What follows belongs to an exercise in optimizing a design on an open flow for small area, a short achievable clock period and few clock cycles per item; a production flow would make more cautious choices. Where RTL was checked, it was by simulation tests only, not by an equivalence proof against the original. Power is estimated from default activity; no workload was simulated.

job 2820:
## voltage_sag_load_limiter
module voltage_sag_load_limiter #(
  parameter int AVG_DEPTH = 16,
  parameter int VREF_MV = 3300,
  parameter int DIVIDER_RATIO = 11
) (
  input  wire logic                            clk,
  input  wire logic                            rst,
  input  wire logic                            in_valid,
  output logic                                 in_stall,
  input  wire logic [18:0]                     in_data,
  output logic                                 out_valid,
  input  wire logic                            out_stall,
  output logic [42:0]                          out_data,
  input  wire logic                            cfg_we,
  input  wire logic [vsll_pkg::CFG_IDX_W-1:0]  cfg_index,
  input  wire logic [vsll_pkg::CFG_DATA_W-1:0] cfg_data
);
For scale: about 2900 cells after synthesis, roughly 590 flip-flops, ~30000 sq um of cells after synthesis.
==> flow/config.mk <==
export PLATFORM = sky130hd
export DESIGN_NAME = voltage_sag_load_limiter
export DESIGN_NICKNAME = voltage_sag_load_limiter
export VERILOG_FILES = /design/flow/design.v
export SDC_FILE = /design/flow/constraint.sdc
export NUM_CORES = 4
export LEC_CHECK = 0
export CAP_MARGIN = 20
export CORE_MARGIN = 2
export CORE_UTILIZATION = 40
export PLACE_DENSITY = 0.6
export SLEW_MARGIN = 20
==> flow/constraint.sdc <==
create_clock -name core_clock -period 11.0 [get_ports {clk}]
set_input_delay 2.2000 -clock core_clock [delete_from_list [all_inputs] [get_ports {clk}]]
set_output_delay 2.2000 -clock core_clock [all_outputs]
set_load 0.01 [all_outputs]
standard.sh (not shown) runs the stock make flow with config.mk's settings and CLKGATE_MAP_FILE= SYNTH_SCRIPT=/design/flow/synth_recipe.tcl, a recipe that flattens the netlist after the stock synthesis.
==> flow/flow/run.sh <==
#!/bin/bash
# Standard layout, with two changes to how it is made (the clock period and every constraint
# stay as given): every port still gets a buffer, but a plain buf_2 instead of the default
# delay cell, and the timing repair aims at a tighter setup target than the clock period.
set -euo pipefail
bash standard.sh SETUP_SLACK_MARGIN=7 'BUFFER_PORTS_ARGS=-buffer_cell sky130_fd_sc_hd__buf_2' finish > standard_flow.log 2>&1
Testbench counts of job 2820, summed over its fixed seeds: cycles 8,192, items 8,000.
> inputs changed (job 2820 -> job 8037)
Settings: a change of CORE_UTILIZATION from 40 to 65; an added CTS_CLUSTER_SIZE of 20; an added CTS_BUF_LIST of sky130_fd_sc_hd__clkbuf_8 sky130_fd_sc_hd__clkbuf_16; a change of PLACE_DENSITY from 0.6 to 0.8; an added CTS_CLUSTER_DIAMETER of 80.
--- outcome ---
Comparing via count of the first global-routing pass for job 8037 and job 2820, the smaller number came from job 2820.
For ratio of final minimum period to clock period, job 2820 and job 8037 come out practically identical.
Job 8037 vs. job 2820: non-clock inverter count in the final layout went up by 0.42%, wire length of the first global-routing pass lower, final cell count fell 10%.
Diff job 2820..job 8037 | final critical-path setup slack | negligible
Going from job 2820 to job 8037, post-placement cell count lower; routed wire length roughly the same.
The following lists how job 7764 was set up differently from job 8037:
Settings: swapping 0.8 for 0.6 in PLACE_DENSITY; swapping 65 for 40 in CORE_UTILIZATION.
==> results.txt <==
- Job 7764 reports its origin of the worst setup path as lt3 while job 8037 reports sum[5].
- Job 7764 ends up with lower count of inserted antenna diode cells than job 8037 does.
- Comparing job 8037 and job 7764, the higher final period utilization is on job 8037.
- Diff job 8037 -> job 7764 | critical path depth | decrease of 1
- Between job 8037 and job 7764, the flow reports wire length on met2 decreasing by a few percent.
Inputs modified between job 7764 and job 2341:
Settings: a change of CORE_UTILIZATION from 40 to 55; a deleted CTS_CLUSTER_DIAMETER that had been 80; a change of CTS_BUF_LIST from sky130_fd_sc_hd__clkbuf_8 sky130_fd_sc_hd__clkbuf_16 to sky130_fd_sc_hd__clkbuf_4 sky130_fd_sc_hd__clkbuf_8; a deleted CTS_CLUSTER_SIZE that had been 20; a change of PLACE_DENSITY from 0.6 to 0.7.
Findings:
On clock network contribution to total cell area: job 2341 sits above job 7764. When job 2341 is measured against job 7764, its combinational power turns out about 1% higher. Compared with job 7764, job 2341 shows overall power consumption that has gone up by a few percent. Routed wire length: job 2341 vs job 7764, no meaningful difference. Cell area | job 2341 vs job 7764 | job 2341 larger. Diff job 2341..job 7764 | share of the synthesized netlist area taken by xor and xnor gates | unchanged.
Relative to job 2341, the following input files were edited for job 3272:
Settings: CTS_CLUSTER_SIZE newly set to 20; CTS_BUF_LIST changed from sky130_fd_sc_hd__clkbuf_4 sky130_fd_sc_hd__clkbuf_8 to sky130_fd_sc_hd__clkbuf_8 sky130_fd_sc_hd__clkbuf_16; CTS_CLUSTER_DIAMETER newly set to 80.
--- a/flow/flow/run.sh
+++ b/flow/flow/run.sh
@@ -5,2 +5,2 @@
 set -euo pipefail
-bash standard.sh SETUP_SLACK_MARGIN=7 'BUFFER_PORTS_ARGS=-buffer_cell sky130_fd_sc_hd__buf_2' finish > standard_flow.log 2>&1
+bash standard.sh SETUP_SLACK_MARGIN=7.2 'BUFFER_PORTS_ARGS=-buffer_cell sky130_fd_sc_hd__buf_2' finish > standard_flow.log 2>&1
--- outcome ---
- Compared with job 2341, in job 3272 worst hold-check slack rose by 0.0091 ns, wire length the detailed router placed on met1 lower, cell total after placement stayed essentially flat, global-route usage has remained practically unchanged.
- Job 3272 vs. job 2341: via count went down by 0.80%.
- Job 2341 → job 3272: non-clock buffer count rose 13; area taken by multi-input logic gates rose 1.2%; finished layout cell area fell 1.3%.
- On power, job 2341 loses to job 3272.
- Combinational group share of total power sits higher in job 3272 than in job 2341.
- [diff] total half-perimeter wirelength after legalization and detailed placement, job 3272 relative to job 2341: regression
[inputs] job 2496 vs job 3272
Settings: CTS_CLUSTER_SIZE changed from 20 to 26; CTS_CLUSTER_DIAMETER changed from 80 to 90.
--- a/flow/flow/run.sh
+++ b/flow/flow/run.sh
@@ -5,2 +5,2 @@
 set -euo pipefail
-bash standard.sh SETUP_SLACK_MARGIN=7.2 'BUFFER_PORTS_ARGS=-buffer_cell sky130_fd_sc_hd__buf_2' finish > standard_flow.log 2>&1
+bash standard.sh SETUP_SLACK_MARGIN=7 'BUFFER_PORTS_ARGS=-buffer_cell sky130_fd_sc_hd__buf_2' finish > standard_flow.log 2>&1
- The sequential cell count of job 3272 and that of job 2496 are within noise of each other.
- Length of routed wiring on met1 sits lower in job 2496 than in job 3272.
- Going from job 3272 to job 2496, critical path depth went down, reported net switching power went down, global-route usage went down, via count of the routed design went down, share of the clock period used by the worst path after layout went up.
- Portion of the layout cell area used by clock cells, job 3272 and job 2496: lower on job 2496
- The clock-pin slew reported for the worst setup and hold paths after clock tree synthesis was comparable across job 3272 and job 2496.
- Diff job 3272 and job 2496: setup slack higher in job 3272
- Fmax: job 2496 below job 3272

voltage_sag_load_limiter, a different RTL version from the one above (not shown whole).
Size in the first run: ~570 flip-flops, about 88 I/O pins.
==> flow/config.mk <==
export PLATFORM = sky130hd
export DESIGN_NAME = voltage_sag_load_limiter
export DESIGN_NICKNAME = voltage_sag_load_limiter
export VERILOG_FILES = /design/flow/design.v
export SDC_FILE = /design/flow/constraint.sdc
export NUM_CORES = 4
export LEC_CHECK = 0
export CAP_MARGIN = 20
export CORE_MARGIN = 2
export CORE_UTILIZATION = 40
export CTS_BUF_LIST = sky130_fd_sc_hd__clkbuf_4 sky130_fd_sc_hd__clkbuf_8
export PLACE_DENSITY = 0.6
export SLEW_MARGIN = 20
==> flow/constraint.sdc <==
create_clock -name core_clock -period 11.0 [get_ports {clk}]
set_input_delay 2.2000 -clock core_clock [delete_from_list [all_inputs] [get_ports {clk}]]
set_output_delay 2.2000 -clock core_clock [all_outputs]
set_load 0.01 [all_outputs]
==> flow/flow/run.sh <==
#!/bin/bash
# Standard layout, with two changes to how it is made (the clock period and every constraint
# stay as given): every port still gets a buffer, but a plain buf_2 instead of the default
# delay cell, and the timing repair aims at a tighter setup target than the clock period.
set -euo pipefail
bash standard.sh SETUP_SLACK_MARGIN=7 'BUFFER_PORTS_ARGS=-buffer_cell sky130_fd_sc_hd__buf_2' finish > standard_flow.log 2>&1
Then changed:
Settings changed: CTS_BUF_LIST sky130_fd_sc_hd__clkbuf_4 sky130_fd_sc_hd__clkbuf_8 to unset.
The new run completed without violations; core utilization came out higher by 0.17 points; hold slack improved by 0.010 ns; routed wire length barely changes; register-to-register slack got worse by 0.08 ns; cell area came out higher by 0.37%; total power came out higher by 1.9%; clock skew came out lower by 0.039 ns; sequential share of layout area came out lower by 0.16 points.
Function was not checked in any run of this note: the RTL went through the layout flow alone.

voltage_sag_load_limiter, a different RTL version from the one above (not shown whole).
Size: ~2800 cells after synthesis, about 590 flip-flops, about 88 I/O pins, roughly 0.029 sq mm of cells after synthesis.
clock: 11.0 ns
lec_check: 0
cap_margin: 20
core_margin: 2
core_utilization: 55
cts_buf_list: sky130_fd_sc_hd__clkbuf_8 sky130_fd_sc_hd__clkbuf_16
cts_cluster_diameter: 80
cts_cluster_size: 20
place_density: 0.7
slew_margin: 20
==> flow/flow/run.sh <==
#!/bin/bash
# Standard layout, with two changes to how it is made (the clock period and every constraint
# stay as given): every port still gets a buffer, but a plain buf_2 instead of the default
# delay cell, and the timing repair aims at a tighter setup target than the clock period.
set -euo pipefail
bash standard.sh SETUP_SLACK_MARGIN=7.2 'BUFFER_PORTS_ARGS=-buffer_cell sky130_fd_sc_hd__buf_2' finish > standard_flow.log 2>&1
Testbench counts at the start, summed over its fixed seeds: cycles 8,192, items 8,000.
==> next run, changes <==
--- a/flow/flow/run.sh
+++ b/flow/flow/run.sh
@@ -4,3 +4,3 @@
 # delay cell, and the timing repair aims at a tighter setup target than the clock period.
 set -euo pipefail
-bash standard.sh SETUP_SLACK_MARGIN=7.2 'BUFFER_PORTS_ARGS=-buffer_cell sky130_fd_sc_hd__buf_2' finish > standard_flow.log 2>&1
+bash standard.sh SETUP_SLACK_MARGIN=7 'BUFFER_PORTS_ARGS=-buffer_cell sky130_fd_sc_hd__buf_2' finish > standard_flow.log 2>&1
The new run ran to the end with no violations.
Utilization falls by 1.1 points.
Total power falls by 3.9%.
Register-to-register slack got worse by 140 ps.
Flip-flop and latch count is unchanged.
Synthesized cell count is unchanged.
Combinational power falls by 6.4%.

## run a
voltage_sag_load_limiter, a different RTL version from the one above (not shown whole).
Size in the first run: about 3000 cells after synthesis, roughly 560 flip-flops, ~30000 um^2 of cells after synthesis.
==> flow/config.mk <==
export PLATFORM = sky130hd
export DESIGN_NAME = voltage_sag_load_limiter
export DESIGN_NICKNAME = voltage_sag_load_limiter
export VERILOG_FILES = /design/flow/design.v
export SDC_FILE = /design/flow/constraint.sdc
export NUM_CORES = 4
export LEC_CHECK = 0
export CAP_MARGIN = 20
export CORE_MARGIN = 2
export CORE_UTILIZATION = 40
export PLACE_DENSITY = 0.6
export SLEW_MARGIN = 20
==> flow/constraint.sdc <==
create_clock -name core_clock -period 11.0 [get_ports {clk}]
set_input_delay 2.2000 -clock core_clock [delete_from_list [all_inputs] [get_ports {clk}]]
set_output_delay 2.2000 -clock core_clock [all_outputs]
set_load 0.01 [all_outputs]
==> flow/flow/run.sh <==
#!/bin/bash
# Standard layout, with the timing repair aimed at a tighter setup target than the clock
# period (the clock period and every constraint stay as given).
set -euo pipefail
bash standard.sh SETUP_SLACK_MARGIN=7.4 finish > standard_flow.log 2>&1
Testbench counts of run a, summed over its fixed seeds: cycles 8,160, items 8,000.
Here is what was changed in the inputs of run b compared with run a.
-- flow/flow/run.sh --
<<< run a, line 5
bash standard.sh SETUP_SLACK_MARGIN=7.4 finish > standard_flow.log 2>&1
>>> run b, line 5
bash standard.sh SETUP_SLACK_MARGIN=7 finish > standard_flow.log 2>&1
Notes after the runs:
- Post-layout instance area on run b is ahead of run a.
- | total global routing track utilization | lower: run b |
- Run a has higher maximum vdd ir drop than run b.

## the reference run
Another version of the RTL of voltage_sag_load_limiter (not shown whole).
Size in the first run: about 2800 cells after synthesis, about 530 flip-flops, roughly 88 I/O pins, ~28000 um2 of cells after synthesis.
// voltage_sag_load_limiter
module voltage_sag_load_limiter #(
  parameter int AVG_DEPTH = 16,
  parameter int VREF_MV = 3300,
  parameter int DIVIDER_RATIO = 11
) (
  input  wire logic                            clk,
  input  wire logic                            rst,
  input  wire logic                            in_valid,
  output logic                                 in_stall,
  input  wire logic [18:0]                     in_data,
  output logic                                 out_valid,
  input  wire logic                            out_stall,
  output logic [42:0]                          out_data,
  input  wire logic                            cfg_we,
  input  wire logic [vsll_pkg::CFG_IDX_W-1:0]  cfg_index,
  input  wire logic [vsll_pkg::CFG_DATA_W-1:0] cfg_data
);
clock: 11.0 ns
lec_check: 0
cap_margin: 20
core_margin: 2
core_utilization: 40
place_density: 0.6
slew_margin: 20
run.sh (not shown) runs the stock make flow with config.mk's settings and CLKGATE_MAP_FILE= SYNTH_SCRIPT=/design/flow/synth_recipe.tcl, a recipe that flattens the netlist after the stock synthesis.
Stock flow here: none of the scripts above is used.
Testbench counts of the reference run, summed over its fixed seeds: cycles 8,160, items 8,000.
Modified inputs, the trial run compared to the reference run
==> flow/flow/run.sh (new file) <==
#!/bin/bash
# Standard layout, with the timing repair aimed at a tighter setup target than the clock
# period (the clock period and every constraint stay as given).
set -euo pipefail
bash standard.sh SETUP_SLACK_MARGIN=7 finish > standard_flow.log 2>&1
==> flow/standard.sh (new file) <==
#!/bin/bash
# synth_recipe.tcl (not shown) runs the flow's synth.tcl, then flattens the netlist and writes it again
# the make line also repeats each setting of config.mk as NAME=value (left out here)
make -C /OpenROAD-flow-scripts/flow DESIGN_CONFIG=/design/flow/config.mk WORK_HOME=/design/flow/orfs CLKGATE_MAP_FILE= SYNTH_SCRIPT=/design/flow/synth_recipe.tcl "${@:-finish}"
removed: flow/run.sh
[summary]
- Power density over the cells in the trial run is 6.6% above the reference run.
- Of the trial run and the reference run, it is the trial run that has the lower top fanout value on the critical path.
- Relative to the reference run, the total power draw measured on the trial run has increased by more than 10%.
- Between the trial run and the reference run, setup slack of the critical path after layout is higher for the trial run, the reference run comes in under that.
- Via count of the first global-routing pass: the trial run vs the reference run up about 0.6%
- [compare] base=the reference run new=the trial run: shortest period the worst path allows shrank by 1110 ps; final area grew by 5.5%.

== alpha ==
RTL: one of the versions met above, not the one the previous note started from.
For scale: about 590 flip-flops, roughly 88 I/O pins.
// voltage_sag_load_limiter
module voltage_sag_load_limiter #(
  parameter int AVG_DEPTH = 16,
  parameter int VREF_MV = 3300,
  parameter int DIVIDER_RATIO = 11
) (
  input  wire logic                            clk,
  input  wire logic                            rst,
  input  wire logic                            in_valid,
  output logic                                 in_stall,
  input  wire logic [18:0]                     in_data,
  output logic                                 out_valid,
  input  wire logic                            out_stall,
  output logic [42:0]                          out_data,
  input  wire logic                            cfg_we,
  input  wire logic [vsll_pkg::CFG_IDX_W-1:0]  cfg_index,
  input  wire logic [vsll_pkg::CFG_DATA_W-1:0] cfg_data
);
Settings: LEC_CHECK=0, CAP_MARGIN=20, CORE_MARGIN=2, CORE_UTILIZATION=40, CTS_BUF_LIST=sky130_fd_sc_hd__clkbuf_4 sky130_fd_sc_hd__clkbuf_8, PLACE_DENSITY=0.6, SLEW_MARGIN=20; clock period 11.0 ns.
standard.sh (not shown) runs the stock make flow with config.mk's settings and CLKGATE_MAP_FILE= SYNTH_SCRIPT=/design/flow/synth_recipe.tcl, a recipe that flattens the netlist after the stock synthesis.
==> flow/flow/run.sh <==
#!/bin/bash
# Standard layout, with two changes to how it is made (the clock period and every constraint
# stay as given): every port still gets a buffer, but a plain buf_2 instead of the default
# delay cell, and the timing repair aims at a tighter setup target than the clock period.
set -euo pipefail
bash standard.sh SETUP_SLACK_MARGIN=7 'BUFFER_PORTS_ARGS=-buffer_cell sky130_fd_sc_hd__buf_2' finish > standard_flow.log 2>&1
Testbench counts of alpha, summed over its fixed seeds: cycles 8,192, items 8,000.
## Diff of input files: beta against alpha
Settings: CORE_UTILIZATION changed from 40 to 55; CTS_CLUSTER_DIAMETER newly set to 80; CTS_BUF_LIST changed from sky130_fd_sc_hd__clkbuf_4 sky130_fd_sc_hd__clkbuf_8 to sky130_fd_sc_hd__clkbuf_8 sky130_fd_sc_hd__clkbuf_16; CTS_CLUSTER_SIZE newly set to 20; PLACE_DENSITY changed from 0.6 to 0.7.
Notes after the runs:
Sort beta and alpha by H-tree depth, ascending, and beta comes first.
Changes observed in beta relative to alpha: global-route wire length before repair now sits lower, upper clock frequency limit has remained practically unchanged, number of vias per cell after detailed routing moved up.
Going from alpha to beta, total power consumption of the routed design shrank by 8.7%; routability congestion estimate from global placement ~0 delta.

-- port drivers added, routing unchanged --
In the flow no input, the clock included, has a driving cell. The finished layouts below were timed again as built, in two steps.
Step 1, drivers: a clkbuf_16 drives clk and a buf_2 each remaining input, both assumed.
Step 2, shift: input delay + t, output delay - t, t = (earliest + latest rising clock arrival at the registers) / 2. This alone moves slack from input paths to output paths.
a / b / c = no drivers / after step 1 / after step 2; a / b = the first two.
run | t, ns | slack for setup (ns) | worst hold slack (ns)
job 2820 | 0.676 | 7.105 / 7.105 / 6.578 | 0.401 / 0.401 / 0.401
job 8037 | 0.635 | 7.105 / 7.105 / 6.612 | 0.416 / 0.416 / 0.416
job 7764 | 0.656 | 7.129 / 7.129 / 6.594 | 0.413 / 0.413 / 0.413
job 2341 | 0.738 | 7.149 / 7.098 / 6.527 | 0.398 / 0.398 / 0.398
job 3272 | 0.634 | 7.181 / 7.181 / 6.740 | 0.407 / 0.407 / 0.407
job 2496 | 0.666 | 7.103 / 7.041 / 6.511 | 0.418 / 0.418 / 0.418
the first run of note 2 | 0.761 | 6.846 / 6.846 / 6.501 | 0.403 / 0.403 / 0.403
the second run of note 2 | 0.655 | 6.766 / 6.766 / 6.567 | 0.413 / 0.413 / 0.413
the first run of note 3 | 0.647 | 7.173 / 7.173 / 6.732 | 0.412 / 0.412 / 0.412
the second run of note 3 | 0.625 | 7.032 / 7.032 / 6.604 | 0.413 / 0.413 / 0.413
run a | 0.709 | 6.896 / 6.896 / 6.790 | 0.390 / 0.390 / 0.390
run b | 0.686 | 6.925 / 6.925 / 6.498 | 0.405 / 0.405 / 0.405
the reference run | 0.671 | 5.032 / 5.032 / 5.032 | 0.398 / 0.398 / 0.398
the trial run | 0.672 | 6.142 / 6.142 / 6.142 | 0.407 / 0.407 / 0.407
alpha | 0.786 | 7.120 / 7.120 / 6.455 | 0.402 / 0.402 / 0.402
beta | 0.634 | 7.129 / 7.070 / 6.639 | 0.410 / 0.410 / 0.410
After both steps every run listed still meets setup and hold. The setup slack of alpha, which loses most, moves by 0.000 ns with the drivers and by -0.665 ns with both steps.
